This is an optimization exercise on Yosys and OpenROAD, whose aim is small area and a short achievable clock period, not a production implementation. Only simulation tests tie the RTL to the original design; equivalence was not proved. No activity file was given, so power comes from the tool's default toggle rates.

==> inputs of 12-15 <==
## home_inventory_wb
module home_inventory_wb #(
    parameter int N_CH = hic_event_pkg::N_CH_DEFAULT
) (
    input  logic               wb_clk_i,
    input  logic               wb_rst_i,
    input  logic               wbs_cyc_i,
    input  logic               wbs_stb_i,
    input  logic               wbs_we_i,
    input  logic [3:0]         wbs_sel_i,
    input  logic [31:0]        wbs_adr_i,
    input  logic [31:0]        wbs_dat_i,
    input  logic [N_CH*32-1:0] adc_data_i,
    output logic               wbs_ack_o,
    output logic [31:0]        wbs_dat_o,
    output logic               ctrl_enable_o,
    output logic               ctrl_start_o
);
    logic         snapshot_fire;
    logic         sample_valid;
    logic [31:0]  ts_now;
    logic [31:0]  snapshot_count;
    logic [7:0]   evt_en;
    logic [255:0] thresh;
    logic         clear_counts;
    logic         clear_history;
    logic [255:0] count;
    logic [255:0] last_delta;
    logic [255:0] last_ts;
    logic [7:0]   hist_zero;
    logic [255:0] delta;
    logic [255:0] count_inc;
    logic [7:0]   hit;
    logic [31:0]  ts_prev;
    hic_wb_regs i_hic_wb_regs (
        .wb_clk_i         (wb_clk_i),
        .wb_rst_i         (wb_rst_i),
        .wbs_cyc_i        (wbs_cyc_i),
        .wbs_stb_i        (wbs_stb_i),
        .wbs_we_i         (wbs_we_i),
  ...
==> flow/config.mk <==
export PLATFORM = sky130hd
export DESIGN_NAME = home_inventory_wb
export DESIGN_NICKNAME = home_inventory_wb
export VERILOG_FILES = /design/flow/design.v
export SDC_FILE = /design/flow/constraint.sdc
export NUM_CORES = 4
export LEC_CHECK = 0
export CAP_MARGIN = 20
export CORE_MARGIN = 2
export CORE_UTILIZATION = 42
export PLACE_DENSITY = 0.55
export SETUP_SLACK_MARGIN = 4
export SLEW_MARGIN = 20
==> flow/constraint.sdc <==
create_clock -name core_clock -period 8.5 [get_ports {wb_clk_i}]
set_input_delay 1.7000 -clock core_clock [delete_from_list [all_inputs] [get_ports {wb_clk_i}]]
set_output_delay 1.7000 -clock core_clock [all_outputs]
set_load 0.01 [all_outputs]
run.sh (not shown) runs the stock make flow with config.mk's settings and CLKGATE_MAP_FILE= SYNTH_SCRIPT=/design/flow/synth_recipe.tcl, a recipe that flattens the netlist after the stock synthesis.
==> inputs of 07-13, as changes to 12-15 <==
- CORE_UTILIZATION: 42 -> 45
- PLACE_DENSITY: 0.55 -> 0.6
- SYNTH_HIERARCHICAL: unset -> 1
- SYNTH_MINIMUM_KEEP_SIZE: unset -> 0
==> summary of the runs <==
- 07-13 finished clean. 12-15 went through all stages and came out clean.
- Between 07-13 and 12-15, the lower synthesized cell count is in 12-15 (gap about 13%, measured against 12-15).
- Against 12-15, the hold slack of 07-13 is higher by 0.025 ns.
- Against 12-15, the die area of 07-13 is higher by about 0.9%.
- Of 07-13 and 12-15, 07-13 has the higher total power (gap about 2.7%, measured against 12-15).
- Wire length: 12-15 is smaller than 07-13 (about 16%).
- Utilization: 07-13 is higher than 12-15 (2.0 points).
- Maximum frequency: 07-13 is lower than 12-15 (about 0.7%).
- In flip-flop and latch count, 07-13 and 12-15 do not differ.
- Of 12-15 and 07-13, 12-15 has the higher critical path depth (gap 12).
==> figures <==
| item | 12-15 | 07-13 |
|---|---|---|
| Synthesized instance count | 8,157 | 9,202 |
| Sequential cell area share | 0.404 | 0.385 |
| Setup WS pre-CTS | 1.41 ns | 1.86 ns |
| Final area over synthesized area | 1.228x | 1.192x |
| Die X | 463 µm | 465 µm |
| Area used by multi-input combinational logic | 43,700 µm² | 49,500 µm² |
| Routed length on met2 | 187,000 µm | 218,000 µm |
| Number of placed cells counting well taps | 11,200 | 12,200 |
| Final cell area excluding filler cells | 109,000 µm² | 114,000 µm² |
| Worst slew margin | 0.0356 | 0.0836 |
| Sink of the worst hold path | g_chan[1].i_hic_evt_channel.have_prev_q | g_chan[6].i_hic_evt_channel.count_q[27] |
| Status | no timing/DRC/antenna violations | no timing/DRC/antenna violations |
| Count of placed standard cells in the final layout, fillers left out | 11,800 | 12,900 |
| Cells on Worst Hold Path | 1 | 2 |
| Flip-flop and latch power | 9750 µW | 9600 µW |
| Count of fill cells added during filler insertion | 18,800 | 18,700 |
| Cell kind with the greatest summed area | sequential cells | multi-input combinational cells |
| Clkbuf count | 260 | 271 |
| TritonCTS buffer count | 193 | 194 |
| Resize count post-CTS | 492 | 357 |

## port drivers added, routing unchanged
How much do the figures lean on ideal ports? The routed layouts below were timed once more, with nothing changed but the port constraints.
Step 1 sets driving cells, clkbuf_16 on the clock port and buf_2 on the other inputs (assumed; they add their load-dependent delay and slew).
Step 2 also shifts input and output timing later by t, the mid clock arrival at the registers, as if the neighbouring blocks saw the same clock.
Slacks: no drivers / after step 1 / after step 2; pairs: no drivers / after step 1.
run	shift t [ns]	slack for setup (ns)	worst register clock-pin slew, ns	worst data-port slew with drivers (ns)	cell pins on the clock port's net
12-15	0.961	3.231 / 3.285 / 2.324	0.07 / 0.07	0.16	1
07-13	0.965	3.195 / 3.212 / 2.314	0.07 / 0.07	0.22	1
After both steps every run listed still meets setup and hold. For 12-15, which loses most, drivers alone change the setup slack by +0.054 ns; drivers and shift together by -0.907 ns.
